From an optimization exercise on the open Yosys and OpenROAD flow, aimed at small area, a short achievable clock period and few clock cycles per item; shortcuts taken in it are not production practice.
Function was checked by simulation only, so behaviour that the tests miss may differ from the original.
Power and IR drop assume default switching activity.

== P ==
## mul_top
module mul_top (
    input  logic        clk_i,
    input  logic        rst_i,
    input  logic        req_i,
    input  logic [31:0] op_a_i,
    input  logic [31:0] op_b_i,
    input  logic [2:0]  func3_i,
    output logic        ack_o,
    output logic [31:0] result_o
);
    logic              busy_q;     
    logic              fin_q;      
    logic [2:0]        cnt_q;
    logic              last_q;     
    logic [31:0]       a_q;
    logic              a32_q;      
    logic              ub_q;       
    logic              hi_q;       
    logic [31:0]       lo_q;       
    logic [40:0]       s_q;
    logic [40:0]       c_q;
    logic              cin_q;
    logic [3:0]        bone_q;     
    logic [3:0]        btwo_q;
    logic [3:0]        bneg_q;
    logic [33:0]       a_ext;
    logic [8:0]        win_cap;    
    logic [8:0]        win_nxt;    
    logic [3:0]        cone, ctwo, cneg, none, ntwo, nneg;
    logic [40:0]       s_d;
    logic [40:0]       c_d;
    logic [8:0]        low_sum;
    logic [40:0]       fsum;
    logic              ub_d;
    logic              nxt_extra;
    logic              nxt_last;
    assign a_ext = {a32_q, a32_q, a_q};
    assign ub_d      = op_b_i[31] & ((func3_i == 3'd2) | (func3_i == 3'd3));
    assign nxt_extra = (cnt_q == 3'd3);
    assign nxt_last  = ub_q ? nxt_extra : (cnt_q == 3'd2);
    assign win_cap   = {op_b_i[7:0], 1'b0};
    assign win_nxt   = {lo_q[15:8] & {8{~nxt_extra}}, lo_q[7]};
    always_comb begin
        cone[0] = win_cap[1] ^ win_cap[0];
        ctwo[0] = (win_cap[2] & ~win_cap[1] & ~win_cap[0]) | (~win_cap[2] & win_cap[1] & win_cap[0]);
        cneg[0] = win_cap[2];
        cone[1] = win_cap[3] ^ win_cap[2];
        ctwo[1] = (win_cap[4] & ~win_cap[3] & ~win_cap[2]) | (~win_cap[4] & win_cap[3] & win_cap[2]);
        cneg[1] = win_cap[4];
        cone[2] = win_cap[5] ^ win_cap[4];
        ctwo[2] = (win_cap[6] & ~win_cap[5] & ~win_cap[4]) | (~win_cap[6] & win_cap[5] & win_cap[4]);
        cneg[2] = win_cap[6];
        cone[3] = win_cap[7] ^ win_cap[6];
        ctwo[3] = (win_cap[8] & ~win_cap[7] & ~win_cap[6]) | (~win_cap[8] & win_cap[7] & win_cap[6]);
        cneg[3] = win_cap[8];
  ...
clock: 8.2 ns
lec_check: 0
cap_margin: 20
core_margin: 2
core_utilization: 45
cts_buf_list: sky130_fd_sc_hd__clkbuf_4 sky130_fd_sc_hd__clkbuf_8
cts_cluster_diameter: 100
cts_cluster_size: 30
place_density: 0.6
slew_margin: 20
standard.sh (not shown) runs the stock make flow with config.mk's settings and CLKGATE_MAP_FILE= SYNTH_SCRIPT=/design/flow/synth_recipe.tcl, a recipe that flattens the netlist after the stock synthesis.
==> flow/flow/run.sh <==
#!/bin/bash
set -euo pipefail
export BUFFER_PORTS_ARGS="-buffer_cell sky130_fd_sc_hd__buf_1"
sed -e 's/ SETUP_SLACK_MARGIN=[^ ]*//' -e 's/ "\${@:-finish}"/ SETUP_SLACK_MARGIN=5.3 "\${@:-finish}"/' standard.sh > standard_margin.sh
grep -q "SETUP_SLACK_MARGIN=5.3" standard_margin.sh
bash standard_margin.sh > standard.log 2>&1
The flow did not stop early for P: all stages ran, and the layout cleared the timing, design-rule and antenna checks.
Testbench counts of P, summed over its fixed seeds: cycles 34,455, items 4,800.
[inputs] Q vs P
Settings: removing CTS_CLUSTER_SIZE (formerly 30); setting SETUP_SLACK_MARGIN to 5 for the first time; removing CTS_CLUSTER_DIAMETER (formerly 100); removing CTS_BUF_LIST (formerly sky130_fd_sc_hd__clkbuf_4 sky130_fd_sc_hd__clkbuf_8).
==> flow/flow/run.sh <==
#!/bin/bash
# The standard layout (the standard.sh: same make targets and settings),
# except that the port buffers are the plain buf_1 instead of the buffer
# that buffer_ports picks by default.
set -euo pipefail
export BUFFER_PORTS_ARGS="-buffer_cell sky130_fd_sc_hd__buf_1"
bash standard.sh > standard.log 2>&1
Notes after the runs:
Looking only at fraction of standard cell area that is sequential, and setting everything else aside, the lower value of P and Q goes to P. Stage delay of the slowest cell on the critical path for Q: 0.08 ns up relative to P. Q ends up with a final period utilization that is 2.4 points higher than in P. Looking at peak ir drop on the vdd network, Q sits 27% higher than P does. Q vs. P: total vias in the final route lost about 1.4%, routed wire length -0.87%, slew at the pin with the worst max-slew slack has decreased, total track usage rose by 0.40 points, worst setup slack fell 0.20 ns. Share of the final layout cell area in multi-input gates on Q is down relative to P.
Setup changes, Q to R
Settings: CTS_BUF_LIST newly set to sky130_fd_sc_hd__clkbuf_4 sky130_fd_sc_hd__clkbuf_8.
## What came out
- Going from Q to R, starting DRC count in detailed routing shrinks by 3.3%.
- Utilization: R vs Q down 0.71 points
- From Q to R, total number of multi-input combinational cells did not move at all.
- Across both runs, via count was lower for R than for Q.
- Compared R vs Q, and area overhead of the layout relative to synthesis is down in R.
Input changes introduced in S (baseline for comparison: R):
Settings: SETUP_SLACK_MARGIN: 5 -> unset.
==> flow/flow/run.sh <==
#!/bin/bash
set -euo pipefail
export BUFFER_PORTS_ARGS="-buffer_cell sky130_fd_sc_hd__buf_1"
sed -e 's/ SETUP_SLACK_MARGIN=[^ ]*//' -e 's/ "\${@:-finish}"/ SETUP_SLACK_MARGIN=5.5 "\${@:-finish}"/' standard.sh > standard_margin.sh
grep -q "SETUP_SLACK_MARGIN=5.5" standard_margin.sh
bash standard_margin.sh > standard.log 2>&1
==> run notes <==
Measured against each other, S and R differ in worst setup slack, the lower figure coming from R. Taking R over S, the non-clock buffer count ratio works out to 0.62. A termination of the worst setup path of c_q[17] is what R shows, while lo_q[19] belongs to S. Compared with R, S shows net total in the final layout that has gone up by a few percent. Compared S vs R, and wire length of the first global-routing pass is up in S.

afterwards: timing with drivers on the ports:
Ports are ideal in the flow. The routed layouts listed here were re-timed in OpenROAD.
Step 1 sets driving cells, clkbuf_16 on the clock port and buf_2 on the other inputs (assumed; they add their load-dependent delay and slew).
Step 2, shift: input delay + t, output delay - t, t = (earliest + latest rising clock arrival at the registers) / 2. This alone moves slack from input paths to output paths.
Three values: ideal ports, drivers, drivers and shift; two values: the first two.
run	t, ns	setup slack, ns	worst register clock-pin slew, ns
P	0.511	5.297 / 5.297 / 5.297	0.10 / 0.10
Q	0.479	5.101 / 5.101 / 5.101	0.07 / 0.07
R	0.500	5.121 / 5.121 / 5.121	0.10 / 0.10
S	0.532	5.277 / 5.277 / 5.277	0.12 / 0.12
After both steps setup and hold are still met in every run listed.
